Context: an optimization exercise on an open-source flow, tuned for small area, a short achievable clock period and few clock cycles per item. The choices shown serve that exercise and are no tape-out recipe.
For this run, only the layout was checked, not whether the RTL still works.
Power is estimated from default activity; no workload was simulated.

==> flow/design.v <==
`default_nettype none
package bicubic_pkg;
    localparam int PIX_W  = 8;
    localparam int FRAC_W = 8;    
    localparam int LEN_W  = 7;    
    typedef logic [PIX_W-1:0]  pix_t;
    typedef logic [FRAC_W-1:0] frac_t;
    typedef struct packed {
        pix_t p0;
        pix_t p1;
        pix_t p2;
        pix_t p3;
    } win_t;
    typedef struct packed {
        win_t  win;
        frac_t frac;
    } cubic_req_t;
    typedef enum logic [2:0] {
        ST_IDLE    = 3'd0,   
        ST_FILL    = 3'd1,   
        ST_DIVIDE  = 3'd2,   
        ST_ISSUE   = 3'd3,   
        ST_ADVANCE = 3'd4,   
        ST_DONE    = 3'd5    
    } ctrl_state_t;
endpackage
`default_nettype wire
`timescale 1ns/1ps
`default_nettype none
module csa_fa (input wire a, input wire b, input wire c, output wire s, output wire co);
    assign s  = a ^ b ^ c;
    assign co = (a & b) | (a & c) | (b & c);
endmodule
module csa_ha (input wire a, input wire b, output wire s, output wire co);
    assign s  = a ^ b;
    assign co = a & b;
endmodule
module csa_hai (input wire a, input wire b, output wire s, output wire co);
    assign s  = ~(a ^ b);
    assign co = a | b;
endmodule
module bicubic_tree1 (
    input wire [10:0] au,
    input wire [7:0] x,
    input wire [10:0] a,
    input wire [9:0] s,
    output wire [11:0] ya,
    output wire [11:0] yb,
    output wire yc
);
    wire [19:0] e = {{2{s[9]}}, s, 8'd0} - {a[10], a, 8'd0} - {2'd0, x, 10'd0};
    wire t1;
    wire t2;
    wire t3;
    wire t4;
    wire t5;
    wire t6;
    wire t7;
    wire t8;
    wire t9;
    wire t10;
    wire t11;
    wire t12;
    wire t13;
    wire t14;
    wire t15;
    wire t16;
    wire t17;
    wire t18;
    wire t19;
    wire t20;
    wire t21;
    wire t22;
    wire t23;
    wire t24;
    wire t25;
    wire t26;
    wire t27;
    wire t28;
    wire t29;
    wire t30;
    wire t31;
    wire t32;
    wire t33;
    wire t34;
    wire t35;
    wire t36;
    wire t37;
    wire t38;
    wire t39;
    wire t40;
    wire t41;
    wire t42;
    wire t43;
    wire t44;
    wire t45;
    wire t46;
    wire t47;
    wire t48;
    wire t49;
    wire t50;
    wire t51;
    wire t52;
    wire t53;
    wire t54;
    wire t55;
    wire t56;
    wire t57;
    wire t58;
    wire t59;
    wire t60;
    wire t61;
    wire t62;
    wire t63;
    wire t64;
    wire t65;
    wire t66;
    wire t67;
    wire t68;
    wire t69;
    wire t70;
    wire t71;
    wire t72;
    wire t73;
    wire t74;
    wire t75;
    wire t76;
    wire t77;
    wire t78;
    wire t79;
    wire t80;
    wire t81;
    wire t82;
    wire t83;
    wire t84;
    wire t85;
    wire t86;
    wire t87;
    wire t88;
    wire t89;
    wire t90;
    wire t91;
    wire t92;
    wire t93;
    wire t94;
    wire t95;
    wire t96;
    wire t97;
    wire t98;
    wire t99;
    wire t100;
    wire t101;
    wire t102;
    wire t103;
    wire t104;
    wire t105;
    wire t106;
    wire t107;
    wire t108;
    wire t109;
    wire t110;
    wire t111;
    wire t112;
    wire t113;
    wire t114;
    wire t115;
    wire t116;
    wire t117;
    wire t118;
    wire t119;
    wire t120;
    wire t121;
    wire t122;
    wire t123;
    wire t124;
    wire t125;
    wire t126;
    wire t127;
    wire t128;
    wire t129;
    wire t130;
    wire t131;
    wire t132;
    wire t133;
    wire t134;
    wire t135;
    wire t136;
    wire t137;
    wire t138;
    wire t139;
    wire t140;
    wire t141;
    wire t142;
    wire t143;
    wire t144;
    wire t145;
    wire t146;
    wire t147;
    wire t148;
    wire t149;
    wire t150;
    wire t151;
    wire t152;
    wire t153;
    wire t154;
    csa_hai ht1 (.a(~(au[0] & x[5])), .b(~(au[1] & x[4])), .s(t1), .co(t2));
    csa_fa ft3 (.a(~(au[0] & x[6])), .b(~(au[1] & x[5])), .c(~(au[2] & x[4])), .s(t3), .co(t4));
    csa_hai ht5 (.a(~(au[3] & x[3])), .b(~(au[4] & x[2])), .s(t5), .co(t6));
    csa_fa ft7 (.a(~(au[0] & x[7])), .b(~(au[1] & x[6])), .c(~(au[2] & x[5])), .s(t7), .co(t8));
    csa_fa ft9 (.a(~(au[3] & x[4])), .b(~(au[4] & x[3])), .c(~(au[5] & x[2])), .s(t9), .co(t10));
    csa_hai ht11 (.a(~(au[6] & x[1])), .b(~(au[7] & x[0])), .s(t11), .co(t12));
    csa_fa ft13 (.a(~(au[1] & x[7])), .b(~(au[2] & x[6])), .c(~(au[3] & x[5])), .s(t13), .co(t14));
    csa_fa ft15 (.a(~(au[4] & x[4])), .b(~(au[5] & x[3])), .c(~(au[6] & x[2])), .s(t15), .co(t16));
    csa_fa ft17 (.a(~(au[7] & x[1])), .b(~(au[8] & x[0])), .c(~e[8]), .s(t17), .co(t18));
    csa_fa ft19 (.a(~(au[2] & x[7])), .b(~(au[3] & x[6])), .c(~(au[4] & x[5])), .s(t19), .co(t20));
    csa_fa ft21 (.a(~(au[5] & x[4])), .b(~(au[6] & x[3])), .c(~(au[7] & x[2])), .s(t21), .co(t22));
    csa_fa ft23 (.a(~(au[8] & x[1])), .b(~(au[9] & x[0])), .c(~e[9]), .s(t23), .co(t24));
    csa_fa ft25 (.a(~(au[10] & x[0])), .b(~(au[3] & x[7])), .c(~(au[4] & x[6])), .s(t25), .co(t26));
    csa_fa ft27 (.a(~(au[5] & x[5])), .b(~(au[6] & x[4])), .c(~(au[7] & x[3])), .s(t27), .co(t28));
    csa_fa ft29 (.a(~(au[8] & x[2])), .b(~(au[9] & x[1])), .c(~e[10]), .s(t29), .co(t30));
    csa_fa ft31 (.a(~(au[10] & x[1])), .b(~(au[4] & x[7])), .c(~(au[5] & x[6])), .s(t31), .co(t32));
    csa_fa ft33 (.a(~(au[6] & x[5])), .b(~(au[7] & x[4])), .c(~(au[8] & x[3])), .s(t33), .co(t34));
    csa_hai ht35 (.a(~(au[9] & x[2])), .b(~e[11]), .s(t35), .co(t36));
    csa_fa ft37 (.a(~(au[10] & x[2])), .b(~(au[5] & x[7])), .c(~(au[6] & x[6])), .s(t37), .co(t38));
    csa_fa ft39 (.a(~(au[7] & x[5])), .b(~(au[8] & x[4])), .c(~(au[9] & x[3])), .s(t39), .co(t40));
    csa_fa ft41 (.a(~(au[10] & x[3])), .b(~(au[6] & x[7])), .c(~(au[7] & x[6])), .s(t41), .co(t42));
    csa_hai ht43 (.a(~(au[0] & x[3])), .b(~(au[1] & x[2])), .s(t43), .co(t44));
    csa_fa ft45 (.a(~(au[0] & x[4])), .b(~(au[1] & x[3])), .c(~(au[2] & x[2])), .s(t45), .co(t46));
    csa_hai ht47 (.a(~(au[3] & x[1])), .b(~(au[4] & x[0])), .s(t47), .co(t48));
    csa_fa ft49 (.a(~(au[2] & x[3])), .b(~(au[3] & x[2])), .c(~(au[4] & x[1])), .s(t49), .co(t50));
    csa_fa ft51 (.a(~(au[5] & x[0])), .b(t1), .c(~e[5]), .s(t51), .co(t52));
    csa_fa ft53 (.a(~(au[5] & x[1])), .b(~(au[6] & x[0])), .c(t2), .s(t53), .co(t54));
    csa_fa ft55 (.a(t5), .b(t3), .c(~e[6]), .s(t55), .co(t56));
    csa_fa ft57 (.a(t6), .b(t11), .c(t4), .s(t57), .co(t58));
    csa_fa ft59 (.a(t7), .b(t9), .c(~e[7]), .s(t59), .co(t60));
    csa_fa ft61 (.a(t12), .b(t10), .c(t8), .s(t61), .co(t62));
    csa_fa ft63 (.a(t13), .b(t15), .c(t17), .s(t63), .co(t64));
    csa_fa ft65 (.a(t14), .b(t16), .c(t19), .s(t65), .co(t66));
    csa_fa ft67 (.a(t21), .b(t18), .c(t23), .s(t67), .co(t68));
    csa_fa ft69 (.a(t20), .b(t22), .c(t25), .s(t69), .co(t70));
    csa_fa ft71 (.a(t27), .b(t24), .c(t29), .s(t71), .co(t72));
    csa_fa ft73 (.a(t26), .b(t28), .c(t31), .s(t73), .co(t74));
    csa_fa ft75 (.a(t33), .b(t35), .c(t30), .s(t75), .co(t76));
    csa_fa ft77 (.a(t32), .b(t34), .c(t37), .s(t77), .co(t78));
    csa_fa ft79 (.a(t39), .b(~e[12]), .c(t36), .s(t79), .co(t80));
    csa_fa ft81 (.a(~(au[8] & x[5])), .b(~(au[9] & x[4])), .c(t38), .s(t81), .co(t82));
    csa_fa ft83 (.a(t40), .b(t41), .c(~e[13]), .s(t83), .co(t84));
    csa_fa ft85 (.a(~(au[10] & x[4])), .b(~(au[7] & x[7])), .c(~(au[8] & x[6])), .s(t85), .co(t86));
    csa_fa ft87 (.a(~(au[9] & x[5])), .b(t42), .c(~e[14]), .s(t87), .co(t88));
    csa_fa ft89 (.a(~(au[10] & x[5])), .b(~(au[8] & x[7])), .c(~(au[9] & x[6])), .s(t89), .co(t90));
    csa_hai ht91 (.a(~(au[0] & x[2])), .b(~(au[1] & x[1])), .s(t91), .co(t92));
    csa_fa ft93 (.a(~(au[2] & x[1])), .b(~(au[3] & x[0])), .c(t43), .s(t93), .co(t94));
    csa_fa ft95 (.a(t44), .b(t47), .c(t45), .s(t95), .co(t96));
    csa_fa ft97 (.a(t48), .b(t46), .c(t49), .s(t97), .co(t98));
    csa_fa ft99 (.a(t50), .b(t53), .c(t52), .s(t99), .co(t100));
    csa_fa ft101 (.a(t54), .b(t57), .c(t56), .s(t101), .co(t102));
    csa_fa ft103 (.a(t58), .b(t61), .c(t60), .s(t103), .co(t104));
    csa_fa ft105 (.a(t62), .b(t65), .c(t64), .s(t105), .co(t106));
    csa_fa ft107 (.a(t66), .b(t69), .c(t68), .s(t107), .co(t108));
    csa_fa ft109 (.a(t70), .b(t73), .c(t72), .s(t109), .co(t110));
    csa_fa ft111 (.a(t74), .b(t77), .c(t79), .s(t111), .co(t112));
    csa_fa ft113 (.a(t81), .b(t78), .c(t83), .s(t113), .co(t114));
    csa_fa ft115 (.a(t85), .b(t82), .c(t84), .s(t115), .co(t116));
    csa_fa ft117 (.a(t86), .b(t89), .c(~e[15]), .s(t117), .co(t118));
    csa_fa ft119 (.a(~(au[10] & x[6])), .b(~(au[9] & x[7])), .c(t90), .s(t119), .co(t120));
    csa_hai ht121 (.a(~(au[0] & x[1])), .b(~(au[1] & x[0])), .s(t121), .co(t122));
    csa_fa ft123 (.a(~(au[2] & x[0])), .b(t91), .c(~e[2]), .s(t123), .co(t124));
    csa_fa ft125 (.a(t92), .b(~e[3]), .c(t93), .s(t125), .co(t126));
    csa_fa ft127 (.a(t94), .b(~e[4]), .c(t95), .s(t127), .co(t128));
    csa_fa ft129 (.a(t96), .b(t97), .c(t51), .s(t129), .co(t130));
    csa_fa ft131 (.a(t98), .b(t55), .c(t99), .s(t131), .co(t132));
    csa_fa ft133 (.a(t59), .b(t100), .c(t101), .s(t133), .co(t134));
    csa_fa ft135 (.a(t102), .b(t103), .c(t63), .s(t135), .co(t136));
    csa_fa ft137 (.a(t104), .b(t67), .c(t105), .s(t137), .co(t138));
    csa_fa ft139 (.a(t71), .b(t106), .c(t107), .s(t139), .co(t140));
    csa_fa ft141 (.a(t75), .b(t108), .c(t109), .s(t141), .co(t142));
    csa_fa ft143 (.a(t76), .b(t111), .c(t110), .s(t143), .co(t144));
    csa_fa ft145 (.a(t80), .b(t113), .c(t112), .s(t145), .co(t146));
    csa_fa ft147 (.a(t87), .b(t114), .c(t115), .s(t147), .co(t148));
    csa_fa ft149 (.a(t88), .b(t117), .c(t116), .s(t149), .co(t150));
    csa_fa ft151 (.a(~e[16]), .b(t119), .c(t118), .s(t151), .co(t152));
    csa_fa ft153 (.a(~(au[10] & x[7])), .b(~e[17]), .c(t120), .s(t153), .co(t154));
    wire [19:0] ra = {~e[19], t154, t152, t150, t148, t146, t144, t142, t140, t138, t136, t134, t132, t130, t128, t126, t124, t122, t121, ~(au[0] & x[0])};
    wire [19:0] rb = {1'b1, ~e[18], t153, t151, t149, t147, t145, t143, t141, t139, t137, t135, t133, t131, t129, t127, t125, t123, ~e[1], ~e[0]};
    wire [8:0] lo = {1'b0, ~ra[7:0]} + {1'b0, ~rb[7:0]};
    assign ya = ra[19:8];
    assign yb = rb[19:8];
    assign yc = lo[8];
endmodule
module bicubic_tree2 (
    input wire [11:0] hu,
    input wire [7:0] x,
    input wire [8:0] c,
    output wire [10:0] ya,
    output wire [10:0] yb,
    output wire yc
);
    wire [18:0] e = {{2{c[8]}}, c, 8'd0} - {x, 11'd0};
    wire t1;
    wire t2;
    wire t3;
    wire t4;
    wire t5;
    wire t6;
    wire t7;
    wire t8;
    wire t9;
    wire t10;
    wire t11;
    wire t12;
    wire t13;
    wire t14;
    wire t15;
    wire t16;
    wire t17;
    wire t18;
    wire t19;
    wire t20;
    wire t21;
    wire t22;
    wire t23;
    wire t24;
    wire t25;
    wire t26;
    wire t27;
    wire t28;
    wire t29;
    wire t30;
    wire t31;
    wire t32;
    wire t33;
    wire t34;
    wire t35;
    wire t36;
    wire t37;
    wire t38;
    wire t39;
    wire t40;
    wire t41;
    wire t42;
    wire t43;
    wire t44;
    wire t45;
    wire t46;
    wire t47;
    wire t48;
    wire t49;
    wire t50;
    wire t51;
    wire t52;
    wire t53;
    wire t54;
    wire t55;
    wire t56;
    wire t57;
    wire t58;
    wire t59;
    wire t60;
    wire t61;
    wire t62;
    wire t63;
    wire t64;
    wire t65;
    wire t66;
    wire t67;
    wire t68;
    wire t69;
    wire t70;
    wire t71;
    wire t72;
    wire t73;
    wire t74;
    wire t75;
    wire t76;
    wire t77;
    wire t78;
    wire t79;
    wire t80;
    wire t81;
    wire t82;
    wire t83;
    wire t84;
    wire t85;
    wire t86;
    wire t87;
    wire t88;
    wire t89;
    wire t90;
    wire t91;
    wire t92;
    wire t93;
    wire t94;
    wire t95;
    wire t96;
    wire t97;
    wire t98;
    wire t99;
    wire t100;
    wire t101;
    wire t102;
    wire t103;
    wire t104;
    wire t105;
    wire t106;
    wire t107;
    wire t108;
    wire t109;
    wire t110;
    wire t111;
    wire t112;
    wire t113;
    wire t114;
    wire t115;
    wire t116;
    wire t117;
    wire t118;
    wire t119;
    wire t120;
    wire t121;
    wire t122;
    wire t123;
    wire t124;
    wire t125;
    wire t126;
    wire t127;
    wire t128;
    wire t129;
    wire t130;
    wire t131;
    wire t132;
    wire t133;
    wire t134;
    wire t135;
    wire t136;
    wire t137;
    wire t138;
    wire t139;
    wire t140;
    wire t141;
    wire t142;
    wire t143;
    wire t144;
    wire t145;
    wire t146;
    wire t147;
    wire t148;
    wire t149;
    wire t150;
    wire t151;
    wire t152;
    wire t153;
    wire t154;
    wire t155;
    wire t156;
    wire t157;
    wire t158;
    wire t159;
    wire t160;
    wire t161;
    wire t162;
    wire t163;
    wire t164;
    wire t165;
    wire t166;
    wire t167;
    wire t168;
    csa_hai ht1 (.a(~e[5]), .b(~(hu[0] & x[5])), .s(t1), .co(t2));
    csa_fa ft3 (.a(~e[6]), .b(~(hu[0] & x[6])), .c(~(hu[1] & x[5])), .s(t3), .co(t4));
    csa_hai ht5 (.a(~(hu[2] & x[4])), .b(~(hu[3] & x[3])), .s(t5), .co(t6));
    csa_fa ft7 (.a(~e[7]), .b(~(hu[0] & x[7])), .c(~(hu[1] & x[6])), .s(t7), .co(t8));
    csa_fa ft9 (.a(~(hu[2] & x[5])), .b(~(hu[3] & x[4])), .c(~(hu[4] & x[3])), .s(t9), .co(t10));
    csa_hai ht11 (.a(~(hu[5] & x[2])), .b(~(hu[6] & x[1])), .s(t11), .co(t12));
    csa_fa ft13 (.a(~e[8]), .b(~(hu[1] & x[7])), .c(~(hu[2] & x[6])), .s(t13), .co(t14));
    csa_fa ft15 (.a(~(hu[3] & x[5])), .b(~(hu[4] & x[4])), .c(~(hu[5] & x[3])), .s(t15), .co(t16));
    csa_fa ft17 (.a(~(hu[6] & x[2])), .b(~(hu[7] & x[1])), .c(~(hu[8] & x[0])), .s(t17), .co(t18));
    csa_fa ft19 (.a(~e[9]), .b(~(hu[2] & x[7])), .c(~(hu[3] & x[6])), .s(t19), .co(t20));
    csa_fa ft21 (.a(~(hu[4] & x[5])), .b(~(hu[5] & x[4])), .c(~(hu[6] & x[3])), .s(t21), .co(t22));
    csa_fa ft23 (.a(~(hu[7] & x[2])), .b(~(hu[8] & x[1])), .c(~(hu[9] & x[0])), .s(t23), .co(t24));
    csa_fa ft25 (.a(~e[10]), .b(~(hu[10] & x[0])), .c(~(hu[3] & x[7])), .s(t25), .co(t26));
    csa_fa ft27 (.a(~(hu[4] & x[6])), .b(~(hu[5] & x[5])), .c(~(hu[6] & x[4])), .s(t27), .co(t28));
    csa_fa ft29 (.a(~(hu[7] & x[3])), .b(~(hu[8] & x[2])), .c(~(hu[9] & x[1])), .s(t29), .co(t30));
    csa_fa ft31 (.a(~e[11]), .b(~(hu[10] & x[1])), .c(~(hu[11] & x[0])), .s(t31), .co(t32));
    csa_fa ft33 (.a(~(hu[4] & x[7])), .b(~(hu[5] & x[6])), .c(~(hu[6] & x[5])), .s(t33), .co(t34));
    csa_fa ft35 (.a(~(hu[7] & x[4])), .b(~(hu[8] & x[3])), .c(~(hu[9] & x[2])), .s(t35), .co(t36));
    csa_fa ft37 (.a(~e[12]), .b(~(hu[10] & x[2])), .c(~(hu[11] & x[1])), .s(t37), .co(t38));
    csa_fa ft39 (.a(~(hu[5] & x[7])), .b(~(hu[6] & x[6])), .c(~(hu[7] & x[5])), .s(t39), .co(t40));
    csa_hai ht41 (.a(~(hu[8] & x[4])), .b(~(hu[9] & x[3])), .s(t41), .co(t42));
    csa_fa ft43 (.a(~e[13]), .b(~(hu[10] & x[3])), .c(~(hu[11] & x[2])), .s(t43), .co(t44));
    csa_fa ft45 (.a(~(hu[6] & x[7])), .b(~(hu[7] & x[6])), .c(~(hu[8] & x[5])), .s(t45), .co(t46));
    csa_fa ft47 (.a(~e[14]), .b(~(hu[10] & x[4])), .c(~(hu[11] & x[3])), .s(t47), .co(t48));
    csa_hai ht49 (.a(~e[3]), .b(~(hu[0] & x[3])), .s(t49), .co(t50));
    csa_fa ft51 (.a(~e[4]), .b(~(hu[0] & x[4])), .c(~(hu[1] & x[3])), .s(t51), .co(t52));
    csa_hai ht53 (.a(~(hu[2] & x[2])), .b(~(hu[3] & x[1])), .s(t53), .co(t54));
    csa_fa ft55 (.a(~(hu[1] & x[4])), .b(~(hu[2] & x[3])), .c(~(hu[3] & x[2])), .s(t55), .co(t56));
    csa_fa ft57 (.a(~(hu[4] & x[1])), .b(~(hu[5] & x[0])), .c(t1), .s(t57), .co(t58));
    csa_fa ft59 (.a(~(hu[4] & x[2])), .b(~(hu[5] & x[1])), .c(~(hu[6] & x[0])), .s(t59), .co(t60));
    csa_fa ft61 (.a(t2), .b(t5), .c(t3), .s(t61), .co(t62));
    csa_fa ft63 (.a(~(hu[7] & x[0])), .b(t6), .c(t11), .s(t63), .co(t64));
    csa_fa ft65 (.a(t4), .b(t7), .c(t9), .s(t65), .co(t66));
    csa_fa ft67 (.a(t12), .b(t10), .c(t8), .s(t67), .co(t68));
    csa_fa ft69 (.a(t13), .b(t15), .c(t17), .s(t69), .co(t70));
    csa_fa ft71 (.a(t14), .b(t16), .c(t18), .s(t71), .co(t72));
    csa_fa ft73 (.a(t19), .b(t21), .c(t23), .s(t73), .co(t74));
    csa_fa ft75 (.a(t20), .b(t22), .c(t24), .s(t75), .co(t76));
    csa_fa ft77 (.a(t25), .b(t27), .c(t29), .s(t77), .co(t78));
    csa_fa ft79 (.a(t26), .b(t28), .c(t30), .s(t79), .co(t80));
    csa_fa ft81 (.a(t31), .b(t33), .c(t35), .s(t81), .co(t82));
    csa_fa ft83 (.a(t41), .b(t32), .c(t34), .s(t83), .co(t84));
    csa_fa ft85 (.a(t36), .b(t37), .c(t39), .s(t85), .co(t86));
    csa_fa ft87 (.a(~(hu[9] & x[4])), .b(t42), .c(t38), .s(t87), .co(t88));
    csa_fa ft89 (.a(t40), .b(t43), .c(t45), .s(t89), .co(t90));
    csa_fa ft91 (.a(~(hu[7] & x[7])), .b(~(hu[8] & x[6])), .c(~(hu[9] & x[5])), .s(t91), .co(t92));
    csa_fa ft93 (.a(t44), .b(t46), .c(t47), .s(t93), .co(t94));
    csa_fa ft95 (.a(~e[15]), .b(~(hu[10] & x[5])), .c(~(hu[11] & x[4])), .s(t95), .co(t96));
    csa_fa ft97 (.a(~(hu[8] & x[7])), .b(~(hu[9] & x[6])), .c(t48), .s(t97), .co(t98));
    csa_fa ft99 (.a(~e[16]), .b(~(hu[10] & x[6])), .c(~(hu[11] & x[5])), .s(t99), .co(t100));
    csa_hai ht101 (.a(~e[2]), .b(~(hu[0] & x[2])), .s(t101), .co(t102));
    csa_fa ft103 (.a(~(hu[1] & x[2])), .b(~(hu[2] & x[1])), .c(~(hu[3] & x[0])), .s(t103), .co(t104));
    csa_fa ft105 (.a(~(hu[4] & x[0])), .b(t50), .c(t53), .s(t105), .co(t106));
    csa_fa ft107 (.a(t54), .b(t52), .c(t55), .s(t107), .co(t108));
    csa_fa ft109 (.a(t56), .b(t59), .c(t58), .s(t109), .co(t110));
    csa_fa ft111 (.a(t60), .b(t63), .c(t62), .s(t111), .co(t112));
    csa_fa ft113 (.a(t64), .b(t66), .c(t67), .s(t113), .co(t114));
    csa_fa ft115 (.a(t68), .b(t70), .c(t71), .s(t115), .co(t116));
    csa_fa ft117 (.a(t72), .b(t74), .c(t75), .s(t117), .co(t118));
    csa_fa ft119 (.a(t76), .b(t78), .c(t79), .s(t119), .co(t120));
    csa_fa ft121 (.a(t80), .b(t82), .c(t83), .s(t121), .co(t122));
    csa_fa ft123 (.a(t84), .b(t86), .c(t87), .s(t123), .co(t124));
    csa_fa ft125 (.a(t91), .b(t88), .c(t90), .s(t125), .co(t126));
    csa_fa ft127 (.a(t92), .b(t95), .c(t94), .s(t127), .co(t128));
    csa_fa ft129 (.a(~(hu[9] & x[7])), .b(t96), .c(t99), .s(t129), .co(t130));
    csa_fa ft131 (.a(~e[17]), .b(~(hu[10] & x[7])), .c(~(hu[11] & x[6])), .s(t131), .co(t132));
    csa_hai ht133 (.a(~e[1]), .b(~(hu[0] & x[1])), .s(t133), .co(t134));
    csa_fa ft135 (.a(~(hu[1] & x[1])), .b(~(hu[2] & x[0])), .c(t101), .s(t135), .co(t136));
    csa_fa ft137 (.a(t102), .b(t49), .c(t103), .s(t137), .co(t138));
    csa_fa ft139 (.a(t104), .b(t51), .c(t105), .s(t139), .co(t140));
    csa_fa ft141 (.a(t106), .b(t57), .c(t107), .s(t141), .co(t142));
    csa_fa ft143 (.a(t108), .b(t61), .c(t109), .s(t143), .co(t144));
    csa_fa ft145 (.a(t65), .b(t110), .c(t111), .s(t145), .co(t146));
    csa_fa ft147 (.a(t69), .b(t112), .c(t113), .s(t147), .co(t148));
    csa_fa ft149 (.a(t73), .b(t114), .c(t115), .s(t149), .co(t150));
    csa_fa ft151 (.a(t77), .b(t116), .c(t117), .s(t151), .co(t152));
    csa_fa ft153 (.a(t81), .b(t118), .c(t119), .s(t153), .co(t154));
    csa_fa ft155 (.a(t85), .b(t120), .c(t121), .s(t155), .co(t156));
    csa_fa ft157 (.a(t89), .b(t122), .c(t123), .s(t157), .co(t158));
    csa_fa ft159 (.a(t93), .b(t124), .c(t125), .s(t159), .co(t160));
    csa_fa ft161 (.a(t97), .b(t126), .c(t127), .s(t161), .co(t162));
    csa_fa ft163 (.a(t98), .b(t129), .c(t128), .s(t163), .co(t164));
    csa_fa ft165 (.a(t100), .b(t131), .c(t130), .s(t165), .co(t166));
    csa_fa ft167 (.a(~e[18]), .b(~(hu[11] & x[7])), .c(t132), .s(t167), .co(t168));
    wire [18:0] ra = {t166, t164, t162, t160, t158, t156, t154, t152, t150, t148, t146, t144, t142, t140, t138, t136, t134, t133, ~e[0]};
    wire [18:0] rb = {t167, t165, t163, t161, t159, t157, t155, t153, t151, t149, t147, t145, t143, t141, t139, t137, t135, ~(hu[1] & x[0]), ~(hu[0] & x[0])};
    wire [8:0] lo = {1'b0, ~ra[7:0]} + {1'b0, ~rb[7:0]};
    assign ya = ra[18:8];
    assign yb = rb[18:8];
    assign yc = lo[8];
endmodule
module bicubic_tree3 (
    input wire [10:0] hu,
    input wire [7:0] x,
    input wire [7:0] p,
    output wire [9:0] ya,
    output wire [9:0] yb,
    output wire yc
);
    wire [18:0] e = {2'd0, p, 9'h100} - {1'd0, x, 10'd0};
    wire t1;
    wire t2;
    wire t3;
    wire t4;
    wire t5;
    wire t6;
    wire t7;
    wire t8;
    wire t9;
    wire t10;
    wire t11;
    wire t12;
    wire t13;
    wire t14;
    wire t15;
    wire t16;
    wire t17;
    wire t18;
    wire t19;
    wire t20;
    wire t21;
    wire t22;
    wire t23;
    wire t24;
    wire t25;
    wire t26;
    wire t27;
    wire t28;
    wire t29;
    wire t30;
    wire t31;
    wire t32;
    wire t33;
    wire t34;
    wire t35;
    wire t36;
    wire t37;
    wire t38;
    wire t39;
    wire t40;
    wire t41;
    wire t42;
    wire t43;
    wire t44;
    wire t45;
    wire t46;
    wire t47;
    wire t48;
    wire t49;
    wire t50;
    wire t51;
    wire t52;
    wire t53;
    wire t54;
    wire t55;
    wire t56;
    wire t57;
    wire t58;
    wire t59;
    wire t60;
    wire t61;
    wire t62;
    wire t63;
    wire t64;
    wire t65;
    wire t66;
    wire t67;
    wire t68;
    wire t69;
    wire t70;
    wire t71;
    wire t72;
    wire t73;
    wire t74;
    wire t75;
    wire t76;
    wire t77;
    wire t78;
    wire t79;
    wire t80;
    wire t81;
    wire t82;
    wire t83;
    wire t84;
    wire t85;
    wire t86;
    wire t87;
    wire t88;
    wire t89;
    wire t90;
    wire t91;
    wire t92;
    wire t93;
    wire t94;
    wire t95;
    wire t96;
    wire t97;
    wire t98;
    wire t99;
    wire t100;
    wire t101;
    wire t102;
    wire t103;
    wire t104;
    wire t105;
    wire t106;
    wire t107;
    wire t108;
    wire t109;
    wire t110;
    wire t111;
    wire t112;
    wire t113;
    wire t114;
    wire t115;
    wire t116;
    wire t117;
    wire t118;
    wire t119;
    wire t120;
    wire t121;
    wire t122;
    wire t123;
    wire t124;
    wire t125;
    wire t126;
    wire t127;
    wire t128;
    wire t129;
    wire t130;
    wire t131;
    wire t132;
    wire t133;
    wire t134;
    wire t135;
    wire t136;
    wire t137;
    wire t138;
    wire t139;
    wire t140;
    wire t141;
    wire t142;
    wire t143;
    wire t144;
    wire t145;
    wire t146;
    wire t147;
    wire t148;
    wire t149;
    wire t150;
    wire t151;
    wire t152;
    wire t153;
    wire t154;
    csa_hai ht1 (.a(~e[5]), .b(~(hu[0] & x[5])), .s(t1), .co(t2));
    csa_fa ft3 (.a(~e[6]), .b(~(hu[0] & x[6])), .c(~(hu[1] & x[5])), .s(t3), .co(t4));
    csa_hai ht5 (.a(~(hu[2] & x[4])), .b(~(hu[3] & x[3])), .s(t5), .co(t6));
    csa_fa ft7 (.a(~e[7]), .b(~(hu[0] & x[7])), .c(~(hu[1] & x[6])), .s(t7), .co(t8));
    csa_fa ft9 (.a(~(hu[2] & x[5])), .b(~(hu[3] & x[4])), .c(~(hu[4] & x[3])), .s(t9), .co(t10));
    csa_hai ht11 (.a(~(hu[5] & x[2])), .b(~(hu[6] & x[1])), .s(t11), .co(t12));
    csa_fa ft13 (.a(~e[8]), .b(~(hu[1] & x[7])), .c(~(hu[2] & x[6])), .s(t13), .co(t14));
    csa_fa ft15 (.a(~(hu[3] & x[5])), .b(~(hu[4] & x[4])), .c(~(hu[5] & x[3])), .s(t15), .co(t16));
    csa_fa ft17 (.a(~(hu[6] & x[2])), .b(~(hu[7] & x[1])), .c(~(hu[8] & x[0])), .s(t17), .co(t18));
    csa_fa ft19 (.a(~e[9]), .b(~(hu[2] & x[7])), .c(~(hu[3] & x[6])), .s(t19), .co(t20));
    csa_fa ft21 (.a(~(hu[4] & x[5])), .b(~(hu[5] & x[4])), .c(~(hu[6] & x[3])), .s(t21), .co(t22));
    csa_fa ft23 (.a(~(hu[7] & x[2])), .b(~(hu[8] & x[1])), .c(~(hu[9] & x[0])), .s(t23), .co(t24));
    csa_fa ft25 (.a(~e[10]), .b(~(hu[10] & x[0])), .c(~(hu[3] & x[7])), .s(t25), .co(t26));
    csa_fa ft27 (.a(~(hu[4] & x[6])), .b(~(hu[5] & x[5])), .c(~(hu[6] & x[4])), .s(t27), .co(t28));
    csa_fa ft29 (.a(~(hu[7] & x[3])), .b(~(hu[8] & x[2])), .c(~(hu[9] & x[1])), .s(t29), .co(t30));
    csa_fa ft31 (.a(~e[11]), .b(~(hu[10] & x[1])), .c(~(hu[4] & x[7])), .s(t31), .co(t32));
    csa_fa ft33 (.a(~(hu[5] & x[6])), .b(~(hu[6] & x[5])), .c(~(hu[7] & x[4])), .s(t33), .co(t34));
    csa_hai ht35 (.a(~(hu[8] & x[3])), .b(~(hu[9] & x[2])), .s(t35), .co(t36));
    csa_fa ft37 (.a(~e[12]), .b(~(hu[10] & x[2])), .c(~(hu[5] & x[7])), .s(t37), .co(t38));
    csa_fa ft39 (.a(~(hu[6] & x[6])), .b(~(hu[7] & x[5])), .c(~(hu[8] & x[4])), .s(t39), .co(t40));
    csa_fa ft41 (.a(~e[13]), .b(~(hu[10] & x[3])), .c(~(hu[6] & x[7])), .s(t41), .co(t42));
    csa_hai ht43 (.a(~e[3]), .b(~(hu[0] & x[3])), .s(t43), .co(t44));
    csa_fa ft45 (.a(~e[4]), .b(~(hu[0] & x[4])), .c(~(hu[1] & x[3])), .s(t45), .co(t46));
    csa_hai ht47 (.a(~(hu[2] & x[2])), .b(~(hu[3] & x[1])), .s(t47), .co(t48));
    csa_fa ft49 (.a(~(hu[1] & x[4])), .b(~(hu[2] & x[3])), .c(~(hu[3] & x[2])), .s(t49), .co(t50));
    csa_fa ft51 (.a(~(hu[4] & x[1])), .b(~(hu[5] & x[0])), .c(t1), .s(t51), .co(t52));
    csa_fa ft53 (.a(~(hu[4] & x[2])), .b(~(hu[5] & x[1])), .c(~(hu[6] & x[0])), .s(t53), .co(t54));
    csa_fa ft55 (.a(t2), .b(t5), .c(t3), .s(t55), .co(t56));
    csa_fa ft57 (.a(~(hu[7] & x[0])), .b(t6), .c(t11), .s(t57), .co(t58));
    csa_fa ft59 (.a(t4), .b(t7), .c(t9), .s(t59), .co(t60));
    csa_fa ft61 (.a(t12), .b(t10), .c(t8), .s(t61), .co(t62));
    csa_fa ft63 (.a(t13), .b(t15), .c(t17), .s(t63), .co(t64));
    csa_fa ft65 (.a(t14), .b(t16), .c(t18), .s(t65), .co(t66));
    csa_fa ft67 (.a(t19), .b(t21), .c(t23), .s(t67), .co(t68));
    csa_fa ft69 (.a(t20), .b(t22), .c(t24), .s(t69), .co(t70));
    csa_fa ft71 (.a(t25), .b(t27), .c(t29), .s(t71), .co(t72));
    csa_fa ft73 (.a(t35), .b(t26), .c(t28), .s(t73), .co(t74));
    csa_fa ft75 (.a(t30), .b(t31), .c(t33), .s(t75), .co(t76));
    csa_fa ft77 (.a(~(hu[9] & x[3])), .b(t36), .c(t32), .s(t77), .co(t78));
    csa_fa ft79 (.a(t34), .b(t37), .c(t39), .s(t79), .co(t80));
    csa_fa ft81 (.a(~(hu[7] & x[6])), .b(~(hu[8] & x[5])), .c(~(hu[9] & x[4])), .s(t81), .co(t82));
    csa_fa ft83 (.a(t38), .b(t40), .c(t41), .s(t83), .co(t84));
    csa_fa ft85 (.a(~e[14]), .b(~(hu[10] & x[4])), .c(~(hu[7] & x[7])), .s(t85), .co(t86));
    csa_fa ft87 (.a(~(hu[8] & x[6])), .b(~(hu[9] & x[5])), .c(t42), .s(t87), .co(t88));
    csa_fa ft89 (.a(~e[15]), .b(~(hu[10] & x[5])), .c(~(hu[8] & x[7])), .s(t89), .co(t90));
    csa_hai ht91 (.a(~e[2]), .b(~(hu[0] & x[2])), .s(t91), .co(t92));
    csa_fa ft93 (.a(~(hu[1] & x[2])), .b(~(hu[2] & x[1])), .c(~(hu[3] & x[0])), .s(t93), .co(t94));
    csa_fa ft95 (.a(~(hu[4] & x[0])), .b(t44), .c(t47), .s(t95), .co(t96));
    csa_fa ft97 (.a(t48), .b(t46), .c(t49), .s(t97), .co(t98));
    csa_fa ft99 (.a(t50), .b(t53), .c(t52), .s(t99), .co(t100));
    csa_fa ft101 (.a(t54), .b(t57), .c(t56), .s(t101), .co(t102));
    csa_fa ft103 (.a(t58), .b(t60), .c(t61), .s(t103), .co(t104));
    csa_fa ft105 (.a(t62), .b(t64), .c(t65), .s(t105), .co(t106));
    csa_fa ft107 (.a(t66), .b(t68), .c(t69), .s(t107), .co(t108));
    csa_fa ft109 (.a(t70), .b(t72), .c(t73), .s(t109), .co(t110));
    csa_fa ft111 (.a(t74), .b(t76), .c(t77), .s(t111), .co(t112));
    csa_fa ft113 (.a(t81), .b(t78), .c(t80), .s(t113), .co(t114));
    csa_fa ft115 (.a(t82), .b(t85), .c(t84), .s(t115), .co(t116));
    csa_fa ft117 (.a(~(hu[9] & x[6])), .b(t86), .c(t89), .s(t117), .co(t118));
    csa_fa ft119 (.a(~e[16]), .b(~(hu[10] & x[6])), .c(~(hu[9] & x[7])), .s(t119), .co(t120));
    csa_hai ht121 (.a(~e[1]), .b(~(hu[0] & x[1])), .s(t121), .co(t122));
    csa_fa ft123 (.a(~(hu[1] & x[1])), .b(~(hu[2] & x[0])), .c(t91), .s(t123), .co(t124));
    csa_fa ft125 (.a(t92), .b(t43), .c(t93), .s(t125), .co(t126));
    csa_fa ft127 (.a(t94), .b(t45), .c(t95), .s(t127), .co(t128));
    csa_fa ft129 (.a(t96), .b(t51), .c(t97), .s(t129), .co(t130));
    csa_fa ft131 (.a(t98), .b(t55), .c(t99), .s(t131), .co(t132));
    csa_fa ft133 (.a(t59), .b(t100), .c(t101), .s(t133), .co(t134));
    csa_fa ft135 (.a(t63), .b(t102), .c(t103), .s(t135), .co(t136));
    csa_fa ft137 (.a(t67), .b(t104), .c(t105), .s(t137), .co(t138));
    csa_fa ft139 (.a(t71), .b(t106), .c(t107), .s(t139), .co(t140));
    csa_fa ft141 (.a(t75), .b(t108), .c(t109), .s(t141), .co(t142));
    csa_fa ft143 (.a(t79), .b(t110), .c(t111), .s(t143), .co(t144));
    csa_fa ft145 (.a(t83), .b(t112), .c(t113), .s(t145), .co(t146));
    csa_fa ft147 (.a(t87), .b(t114), .c(t115), .s(t147), .co(t148));
    csa_fa ft149 (.a(t88), .b(t117), .c(t116), .s(t149), .co(t150));
    csa_fa ft151 (.a(t90), .b(t119), .c(t118), .s(t151), .co(t152));
    csa_fa ft153 (.a(~e[17]), .b(~(hu[10] & x[7])), .c(t120), .s(t153), .co(t154));
    wire [18:0] ra = {t154, t152, t150, t148, t146, t144, t142, t140, t138, t136, t134, t132, t130, t128, t126, t124, t122, t121, ~e[0]};
    wire [18:0] rb = {~e[18], t153, t151, t149, t147, t145, t143, t141, t139, t137, t135, t133, t131, t129, t127, t125, t123, ~(hu[1] & x[0]), ~(hu[0] & x[0])};
    wire [9:0] lo = {1'b0, ~ra[8:0]} + {1'b0, ~rb[8:0]};
    assign ya = ra[18:9];
    assign yb = rb[18:9];
    assign yc = lo[9];
endmodule
`default_nettype wire
`timescale 1ns/1ps
`default_nettype none
module bicubic_pnext (
    input wire [7:0] p2,
    input wire [7:0] p3,
    input wire [7:0] n,
    output wire [10:0] pn
);
    wire t1;
    wire t2;
    wire t3;
    wire t4;
    wire t5;
    wire t6;
    wire t7;
    wire t8;
    wire t9;
    wire t10;
    wire t11;
    wire t12;
    wire t13;
    wire t14;
    wire t15;
    wire t16;
    wire t17;
    wire t18;
    wire t19;
    wire t20;
    wire t21;
    wire t22;
    wire t23;
    wire t24;
    wire t25;
    wire t26;
    wire t27;
    wire t28;
    wire t29;
    wire t30;
    wire t31;
    wire t32;
    wire t33;
    wire t34;
    wire t35;
    wire t36;
    wire t37;
    wire t38;
    wire t39;
    wire t40;
    wire t41;
    wire t42;
    wire t43;
    wire t44;
    wire t45;
    wire t46;
    wire t47;
    wire t48;
    csa_ha ht1 (.a(p3[0]), .b(p3[1]), .s(t1), .co(t2));
    csa_fa ft3 (.a(p3[1]), .b(p3[2]), .c(~n[1]), .s(t3), .co(t4));
    csa_fa ft5 (.a(p3[2]), .b(p3[3]), .c(~n[2]), .s(t5), .co(t6));
    csa_fa ft7 (.a(p3[3]), .b(p3[4]), .c(~n[3]), .s(t7), .co(t8));
    csa_fa ft9 (.a(p3[4]), .b(p3[5]), .c(~n[4]), .s(t9), .co(t10));
    csa_fa ft11 (.a(p3[5]), .b(p3[6]), .c(~n[5]), .s(t11), .co(t12));
    csa_fa ft13 (.a(p3[6]), .b(p3[7]), .c(~n[6]), .s(t13), .co(t14));
    csa_ha ht15 (.a(~n[0]), .b(~n[1]), .s(t15), .co(t16));
    csa_fa ft17 (.a(~n[2]), .b(~p2[2]), .c(t2), .s(t17), .co(t18));
    csa_fa ft19 (.a(~n[3]), .b(~p2[3]), .c(t4), .s(t19), .co(t20));
    csa_fa ft21 (.a(~n[4]), .b(~p2[4]), .c(t6), .s(t21), .co(t22));
    csa_fa ft23 (.a(~n[5]), .b(~p2[5]), .c(t8), .s(t23), .co(t24));
    csa_fa ft25 (.a(~n[6]), .b(~p2[6]), .c(t10), .s(t25), .co(t26));
    csa_fa ft27 (.a(~n[7]), .b(~p2[7]), .c(t12), .s(t27), .co(t28));
    csa_ha ht29 (.a(p3[7]), .b(~n[7]), .s(t29), .co(t30));
    csa_ha ht31 (.a(p3[0]), .b(~n[0]), .s(t31), .co(t32));
    csa_fa ft33 (.a(~p2[1]), .b(t1), .c(t15), .s(t33), .co(t34));
    csa_fa ft35 (.a(t16), .b(t3), .c(t17), .s(t35), .co(t36));
    csa_fa ft37 (.a(t5), .b(t18), .c(t19), .s(t37), .co(t38));
    csa_fa ft39 (.a(t7), .b(t20), .c(t21), .s(t39), .co(t40));
    csa_fa ft41 (.a(t9), .b(t22), .c(t23), .s(t41), .co(t42));
    csa_fa ft43 (.a(t11), .b(t24), .c(t25), .s(t43), .co(t44));
    csa_fa ft45 (.a(t13), .b(t26), .c(t27), .s(t45), .co(t46));
    csa_fa ft47 (.a(t29), .b(t14), .c(t28), .s(t47), .co(t48));
    wire [10:0] ra = {1'b0, t48, t46, t44, t42, t40, t38, t36, t34, t32, t31};
    wire [10:0] rb = {1'b0, t30, t47, t45, t43, t41, t39, t37, t35, t33, ~p2[0]};
    assign pn = ra + rb + 11'd1028;
endmodule
`default_nettype wire
`timescale 1ns/1ps
`default_nettype none
module bicubic_resampler #(
    parameter int LEN_W = bicubic_pkg::LEN_W
) (
    input  wire logic              CLK,
    input  wire logic              RST,
    input  wire logic              start_i,
    input  wire logic [LEN_W-1:0]  src_len_i,
    input  wire logic [LEN_W-1:0]  dst_len_i,
    input  wire logic              src_valid_i,
    input  wire bicubic_pkg::pix_t src_pix_i,
    output logic                   src_ready_o,
    output logic                   out_valid_o,
    output bicubic_pkg::pix_t      out_pix_o,
    input  wire logic              out_ready_i,
    output logic                   done_o
);
    localparam int QN = 7;   
    logic             busy;        
    logic             done_r;
    logic [LEN_W-1:0] den;         
    logic [LEN_W-1:0] src_left;    
    logic             sl_nz;       
    logic [7:0]       nb;          
    logic             nbv;         
    logic             srdy;        
    logic [LEN_W-1:0] out_left;    
    logic             ol_nz;       
    logic             k8;          
    logic             loaded;      
    logic             filling;     
    logic [1:0]       fsh;         
    logic             out0;        
    logic             prep;        
    logic [QN-1:0]    oc;          
    logic [1:0]       dcnt;        
    logic             ddone;       
    logic [7:0]       kq;          
    logic [LEN_W-1:0] rr;          
    logic [LEN_W-1:0] dmr;         
    logic [7:0]       xr;          
    logic [7:0]       xn;          
    logic [LEN_W-1:0] en;          
    logic             sh;          
    logic [7:0]         p1, p2, p3;
    logic signed [10:0] ca;
    logic signed [9:0]  cs;        
    logic signed [8:0]  cc;
    logic signed [10:0] pa;        
    logic start_go, pop, iss0, issr, iss, run, avail, step, take, win_sh, use_nb;
    logic [7:0] npix;
    logic [7:0] x_in;
    assign start_go = start_i && !busy;
    assign pop      = out_valid_o && out_ready_i;
    assign run    = prep && ol_nz && !oc[QN-1];
    assign avail  = nbv || !sl_nz;
    assign src_ready_o = srdy;
    assign take   = srdy && src_valid_i;
    assign step   = filling && avail;                     
    assign iss0   = busy && loaded && !out0;
    assign issr   = run && (!sh || avail);
    assign iss    = iss0 || issr;
    assign win_sh = (step && loaded) || (issr && sh);
    assign use_nb = nbv && (step || (issr && sh));
    assign npix   = nbv ? nb : p3;
    assign x_in   = out0 ? xr : 8'd0;
    logic [LEN_W+1:0] sd;          
    logic [LEN_W:0]   t1, t2;
    logic [LEN_W+1:0] u1, u2;
    logic [LEN_W-1:0] r1, r2;
    logic             q1, q2;
    always_comb begin
        sd = {1'b0, src_len_i, 1'b0} + {2'b01, ~dst_len_i};
        t1 = {en, 1'b0};
        u1 = {1'b0, t1} - {2'b00, den};
        q1 = !u1[LEN_W+1];
        r1 = q1 ? u1[LEN_W-1:0] : t1[LEN_W-1:0];
        t2 = {r1, 1'b0};
        u2 = {1'b0, t2} - {2'b00, den};
        q2 = !u2[LEN_W+1];
        r2 = q2 ? u2[LEN_W-1:0] : t2[LEN_W-1:0];
    end
    logic       ecar;
    logic [8:0] xsum;
    logic [9:0] xcs;
    always_comb begin
        ecar = (en >= dmr);
        xcs  = {1'b0, xn, 1'b1} + {1'b0, kq, ecar};
        xsum = xcs[9:1];
    end
    logic busy_n, out0_n, ddone_n, filling_n, prep_n, fin, sl_nz_n, nbv_n, ol_nz_n, sh_n, dlast;
    logic [QN-1:0] oc_n;
    always_comb begin
        dlast     = !ddone && dcnt == 2'd3;
        fin       = pop && oc[0] && !oc[1] && !ol_nz;     
        busy_n    = start_go || (busy && !fin);
        out0_n    = !start_go && (out0 || iss0);
        ddone_n   = !start_go && (ddone || dlast);
        filling_n = start_go || (filling && !(step && loaded && fsh == 2'd1));
        prep_n    = busy_n && out0_n && ddone_n && !filling_n;
        sl_nz_n   = start_go || (take ? (src_left != LEN_W'(1)) : sl_nz);
        nbv_n     = !start_go && (take || (nbv && !use_nb));
        ol_nz_n   = start_go || (iss ? (out_left != LEN_W'(1)) : ol_nz);
        if (iss && !pop)      oc_n = {oc[QN-2:0], 1'b1};
        else if (!iss && pop) oc_n = {1'b0, oc[QN-1:1]};
        else                  oc_n = oc;
        if (dlast)     sh_n = k8 | kq[6];
        else if (issr) sh_n = xsum[8] | k8;
        else           sh_n = sh;
    end
    always_ff @(posedge CLK) begin
        if (RST) begin
            busy    <= 1'b0;
            done_r  <= 1'b0;
            oc      <= '0;
            filling <= 1'b0;
            prep    <= 1'b0;
            srdy    <= 1'b0;
        end else begin
            busy    <= busy_n;
            filling <= filling_n;
            prep    <= prep_n;
            oc      <= oc_n;
            srdy    <= busy_n && sl_nz_n
                       && (!nbv_n || filling_n || (prep_n && ol_nz_n && !oc_n[QN-1] && sh_n));
            if (start_go) done_r <= 1'b0;
            else if (fin) done_r <= 1'b1;
        end
    end
    always_ff @(posedge CLK) begin
        out0  <= out0_n;
        ddone <= ddone_n;
        sl_nz <= sl_nz_n;
        nbv   <= nbv_n;
        ol_nz <= ol_nz_n;
        sh    <= sh_n;
        if (take) nb <= src_pix_i;
        if (start_go) begin
            den      <= dst_len_i - 1'b1;
            k8       <= (src_len_i == dst_len_i);
            src_left <= src_len_i;
            out_left <= dst_len_i;
            loaded   <= 1'b0;
            fsh      <= (src_len_i == dst_len_i) ? 2'd3 : 2'd2;
            dcnt     <= 2'd0;
        end else begin
            if (take) src_left <= src_left - 1'b1;
            if (iss)  out_left <= out_left - 1'b1;
            if (step) begin
                loaded <= 1'b1;
                if (loaded) fsh <= fsh - 1'b1;
            end
            if (!ddone) dcnt <= dcnt + 1'b1;
        end
    end
    always_ff @(posedge CLK) begin
        if (start_go) begin
            en <= sd[LEN_W+1] ? sd[LEN_W-1:0] : LEN_W'({src_len_i, 1'b0} - 2'd2);
            kq <= {7'd0, sd[LEN_W+1]};
        end else if (!ddone && dcnt != 2'd3) begin
            en <= r2;
            kq <= {kq[5:0], q1, q2};
        end else if (dlast) begin
            kq  <= k8 ? 8'd0 : {kq[6:0], q1};
            rr  <= k8 ? '0 : r1;
            dmr <= k8 ? den : LEN_W'(den - r1);
            xr  <= k8 ? 8'd0 : {kq[6:0], q1};
            xn  <= k8 ? 8'd0 : {kq[5:0], q1, q2};
            en  <= k8 ? '0 : r2;
        end else if (issr) begin
            xr <= xn;
            xn <= xsum[7:0];
            en <= ecar ? LEN_W'(en - dmr) : LEN_W'(en + rr);
        end
    end
    logic signed [10:0] na, npa;
    logic signed [9:0]  ns;
    logic signed [8:0]  nc;
    bicubic_coef u_coef (.p1(p1), .p2(p2), .p3(p3), .n(npix), .pa(pa), .a(na), .s(ns), .c(nc));
    bicubic_pnext u_pnext (.p2(p2), .p3(p3), .n(npix), .pn(npa));
    always_ff @(posedge CLK) begin
        if (step && !loaded) begin
            p1 <= nb;
            p2 <= nb;
            p3 <= nb;
            ca <= '0;
            cs <= '0;
            cc <= '0;
            pa <= -$signed({3'b0, nb});
        end else if (win_sh) begin
            p1 <= p2;
            p2 <= p3;
            p3 <= npix;
            ca <= na;
            cs <= ns;
            cc <= nc;
            pa <= npa;
        end
    end
    logic [5:1]         v;
    logic [11:0]        r1a, r1b;
    logic               r1c;
    logic [11:0]        h1;
    logic [10:0]        r2a, r2b;
    logic               r2c;
    logic [10:0]        h2;
    logic [9:0]         r3a, r3b;
    logic               r3c;
    logic signed [8:0]  c1, c2;
    logic [7:0]         pp1, pp2, pp3, pp4;
    logic [7:0]         x1, x2, x3, x4;
    logic [11:0] t1a, t1b;
    logic        t1c;
    logic [10:0] t2a, t2b;
    logic        t2c;
    logic [9:0]  t3a, t3b;
    logic        t3c;
    logic [12:0] h1c;
    logic [11:0] h2c;
    logic [10:0] y3c;
    logic [9:0]  y3;
    logic [7:0]  res;
    bicubic_tree1 u_t1 (.au({~ca[10], ca[9:0]}), .x(x_in), .a(ca), .s(cs), .ya(t1a), .yb(t1b), .yc(t1c));
    assign h1c = {~r1a, 1'b1} + {~r1b, r1c};
    bicubic_tree2 u_t2 (.hu({~h1[11], h1[10:0]}), .x(x2), .c(c2), .ya(t2a), .yb(t2b), .yc(t2c));
    assign h2c = {~r2a, 1'b1} + {~r2b, r2c};
    bicubic_tree3 u_t3 (.hu({~h2[10], h2[9:0]}), .x(x4), .p(pp4), .ya(t3a), .yb(t3b), .yc(t3c));
    assign y3c = {~r3a, 1'b1} + {~r3b, r3c};
    assign y3  = y3c[10:1];
    assign res = y3[9] ? 8'd0 : (y3[8] ? 8'hff : y3[7:0]);
    always_ff @(posedge CLK) begin
        if (RST) v <= '0;
        else     v <= {v[4:1], iss};
    end
    always_ff @(posedge CLK) begin
        r1a <= t1a;
        r1b <= t1b;
        r1c <= t1c;
        c1  <= cc;
        pp1 <= p1;
        x1  <= x_in;
        h1  <= h1c[12:1];
        c2  <= c1;
        pp2 <= pp1;
        x2  <= x1;
        r2a <= t2a;
        r2b <= t2b;
        r2c <= t2c;
        pp3 <= pp2;
        x3  <= x2;
        h2  <= h2c[11:1];
        pp4 <= pp3;
        x4  <= x3;
        r3a <= t3a;
        r3b <= t3b;
        r3c <= t3c;
    end
    logic [7:0]    qe [QN];
    logic [QN-1:0] qv;
    logic [QN-1:0] qv_hold, qv_pop;
    logic [7:0]    qe_hold [QN];
    logic [7:0]    qe_pop [QN];
    always_comb begin
        qv_hold = v[5] ? {qv[QN-2:0], 1'b1} : qv;
        qv_pop  = v[5] ? qv : {1'b0, qv[QN-1:1]};
        for (int i = 0; i < QN; i++) begin
            qe_hold[i] = (v[5] && !qv[i] && (i == 0 || qv[(i + QN - 1) % QN])) ? res : qe[i];
            if (i == QN - 1) qe_pop[i] = qe[i];
            else qe_pop[i] = (v[5] && qv[i] && !qv[(i + 1) % QN]) ? res : qe[(i + 1) % QN];
        end
    end
    always_ff @(posedge CLK) begin
        if (RST) qv <= '0;
        else     qv <= pop ? qv_pop : qv_hold;
        for (int i = 0; i < QN; i++) begin
            qe[i] <= pop ? qe_pop[i] : qe_hold[i];
        end
    end
    assign out_valid_o = qv[0];
    assign out_pix_o   = qe[0];
    assign done_o      = done_r;
endmodule
module bicubic_coef (
    input  wire logic [7:0]         p1,
    input  wire logic [7:0]         p2,
    input  wire logic [7:0]         p3,
    input  wire logic [7:0]         n,
    input  wire logic signed [10:0] pa,
    output logic signed [10:0]      a,
    output logic signed [9:0]       s,
    output logic signed [8:0]       c
);
    assign a = pa + $signed({3'b0, n});
    assign s = $signed({2'b0, p1}) - 10'sd2 * $signed({2'b0, p2}) + $signed({2'b0, p3});
    assign c = $signed({1'b0, p3}) - $signed({1'b0, p1});
endmodule
`default_nettype wire
==> flow/flow/run.sh <==
#!/bin/bash
set -euo pipefail
sed 's/ SETUP_SLACK_MARGIN=[0-9.]* / SETUP_SLACK_MARGIN=6.4 /' standard.sh > standard_margin.sh
grep -q 'SETUP_SLACK_MARGIN=6.4' standard_margin.sh
bash standard_margin.sh > standard.log 2>&1
==> flow/standard.sh <==
#!/bin/bash
# synth_recipe.tcl (not shown) runs the flow's synth.tcl, then flattens the netlist and writes it again
# the make line also repeats each setting of config.mk as NAME=value (left out here)
make -C /OpenROAD-flow-scripts/flow DESIGN_CONFIG=/design/flow/config.mk WORK_HOME=/design/flow/orfs CLKGATE_MAP_FILE= SYNTH_SCRIPT=/design/flow/synth_recipe.tcl "${@:-finish}"
==> flow/config.mk <==
export PLATFORM = sky130hd
export DESIGN_NAME = bicubic_resampler
export DESIGN_NICKNAME = bicubic_resampler
export VERILOG_FILES = /design/flow/design.v
export SDC_FILE = /design/flow/constraint.sdc
export NUM_CORES = 4
export LEC_CHECK = 0
export ABC_CLOCK_PERIOD_IN_PS = 4000
export CAP_MARGIN = 20
export CORE_MARGIN = 2
export CORE_UTILIZATION = 40
export SETUP_SLACK_MARGIN = 5
export SLEW_MARGIN = 20
export SYNTH_HIERARCHICAL = 1
==> flow/constraint.sdc <==
create_clock -name core_clock -period 10.0 [get_ports {CLK}]
set_input_delay 2.0000 -clock core_clock [delete_from_list [all_inputs] [get_ports {CLK}]]
set_output_delay 2.0000 -clock core_clock [all_outputs]
set_load 0.01 [all_outputs]
==> impl_metrics.tcl <==
set metrics [dict create \
    status "timing/DRC/antenna clean" \
    ant_nets 0 \
    antenna_found_initial 0 \
    portBuffers 37 \
    placementRows 97 \
    start_kind "register" \
    num_antenna_cells 0 \
    ios 38 \
    netlist_area_sq_mm 0.0281 \
    drt_iter0_drc 1180 \
    grt.overflow.total 0 \
    grt_max_degree 46 \
    clock_path_buffers 3 \
    finalPower_mw 8.15 \
    vdd_drop_max_v 0.000195 \
    grt_pass1_wl_mm 100 \
    drive_above_1_share_pct 13.9 \
    hold_viol 0 \
    required_ps 10340 \
    drtPass1Iterations 5 \
    die_h_um 269 \
    root_buffer "clkbuf_16" \
    end_kind "register" \
    slew_headroom_pct 41.4 \
    cts_tree "built" \
    place_hpwl_mm 45.3 \
    vias 19400 \
    holdWs_ps 324 \
    crit_type "register to register" \
    wl_per_cell_um 15.9 \
    grt_pass1_vias 19900 \
    cts.sinks 405 \
    rsz0062_at_grt "true" \
    period_share_pct 38.1 \
    core_sq_mm 0.0698 \
    gp_congestion 0.881 \
    via_per_inst 5.06 \
    htree_levels 2 \
    tightest_slew_ps 876 \
    yosys_warnings 10 \
    crit_arrival_ps 4150 \
    syn_to_final_growth_pct 13.7 \
    clock_latency_ps 590 \
    hp-class "register to register" \
    numCtsBuffers 46 \
    wirelength_mm 61.0 \
    grt_usage_pct 17.0 \
    min_period_ps 3810 \
    skew_ps 54.5 \
    route.detailed.drc 0 \
    fin_setup_tns_ps 0 \
    avgSynthCellArea_sq_um 9.92 \
    p_leak_nw 12.6 \
    fin_nets 3342 \
    initial_core_util_pct 40.2 \
    synthCells 2827 \
    crit_fanout 4 \
    die_w_um 269 \
    finalMaxSlewViolations 0 \
    clkTransAtPathRegs_ps 60 \
    dieArea_sq_mm 0.0723 \
    clock.fmax_mhz 263 \
    setup_violations 0 \
    pwr_density_cell_mw_per_mm2 256 \
    cap_viol_max_count 0 \
]
==> stage by stage <==
step                      setup slack (ps)  std cells  instance area, sq um  utilization (%)
after detailed placement              5400       3667                 29100             41.7
after floorplan                       6180       2845                 28400                -
final                                 6190       3826                 31900             45.7
after CTS                             6230       3789                 31200             44.7
after global routing                  6060       3826                 31900             45.7
after global placement                5440       3667                 29100             41.7
==> power breakdown <==
group / internal, mW / switching [mW] / total (mW)
logic: 1.82 / 2.09 / 3.92
clock network: 1.06 / 0.690 / 1.75
registers: 2.17 / 0.318 / 2.49
==> layout make-up <==
| type | instances | area, sq um |
|---|---|---|
| Tap cell | 940 | 1180 |
| Inverter | 377 | 1430 |
| Sequential cell | 405 | 9750 |
| Clock inverter | 23 | 307 |
| Clock buffer | 61 | 1280 |
| Timing Repair Buffer | 120 | 1040 |
| Fill cell | 6492 | 37900 |
| Multi-Input combinational cell | 1900 | 16900 |
==> placed cells by master, fill, tap and decap left out, types with 14 or more instances in the layout <==
cell type,instances
buf_4,73
xnor2_1,76
dfxtp_1,229
xor2_1,44
nand3_1,19
edfxtp_1,161
mux2_2,60
fa_1,248
a21oi_1,78
a21o_1,22
nand2b_1,18
fa_2,15
clkdlybuf4s50_1,24
nor2b_1,28
nor4_1,14
clkbuf_16,48
ha_4,24
o21ai_1,18
inv_1,359
ha_1,176
o21a_1,34
o21ai_0,68
nand2_1,411
nor2_1,165
conb_1,23
nor3_1,37
o22ai_1,32
==> sequential cells by signal (all words and copies together), names as in the netlist, 9 cells and up <==
| name | flops |
|---|---|
| c1 | 9 |
| pa | 11 |
| r2a | 11 |
| r3b | 10 |
| ca | 11 |
| r1b | 12 |
| r2b | 11 |
| c2 | 9 |
| r3a | 10 |
| qe | 56 |
| r1a | 12 |
| cc | 9 |
| cs | 10 |
| h2 | 11 |
| h1 | 12 |
==> path summary, 6_finish.rpt <==
path                        start         endpoint  slack [ps]  cells past startpoint
setup / recovery  en[0]$_DFFE_PP_  en[2]$_DFFE_PP_        6190                     15
hold / removal     pp3[3]$_DFF_P_   pp4[3]$_DFF_P_         320                      0
setup reg to reg  en[0]$_DFFE_PP_  en[2]$_DFFE_PP_        6190                     15
hold reg to reg    pp3[3]$_DFF_P_   pp4[3]$_DFF_P_         320                      0
==> timing repair <==
| item | CTS | global route |
|---|---|---|
| pin swaps | 35 | 57 |
| setup endpoints to repair | 65 | 57 |
| gates resized for setup | 80 | 90 |
| hold buffers | 0 | 0 |
| cloned | 1 | 0 |
| buffers inserted | 37 | 37 |
==> worst max-delay path: stages (launching register included) <==
cell and delay (ps):
edfxtp_1 440, buf_6 160, fa_2 390, a211o_1 320
a21boi_4 230, buf_6 140, o21ai_4 70, a21oi_4 250
inv_2 70, ha_4 280, nand3_2 60, or3_4 350
a31oi_4 210, or3_4 220, mux2i_1 90, a221o_1 290
==> metal layers <==
layer | global-route usage [%] | vias to the layer above | routed length [um]
met2 | 28.3 | 428 | 28700
met4 | 4.67 | 0 | 1180
met3 | 2.54 | 85 | 2750
met5 | 0 | - | 0
li1 | - | 9296 | -
met1 | 23.1 | 9556 | 28300

separate check: timing with driven ports:
How much do the figures lean on ideal ports? The routed layout below was timed once more, with nothing changed but the port constraints. Step 1, drivers: a clkbuf_16 drives CLK and a buf_2 each remaining input, both assumed. Step 2 times the ports against the registers' clock, not the clock port: input delays grow and output delays shrink by t, the midpoint of the rising clock arrivals with the driver on. Three values: ideal ports, drivers, drivers and shift; two values: the first two.
t, ns: 0.623
slack for setup (ns): 6.191 / 6.191 / 5.796
clock arrival spread, ns: 0.056 / 0.056
slew at the worst register clock pin (ns): 0.06 / 0.06
pins driven straight from the clock port: 1
After both steps this run still meets setup and hold. The setup slack of this run moves by 0.000 ns with the drivers and by -0.395 ns with both steps.
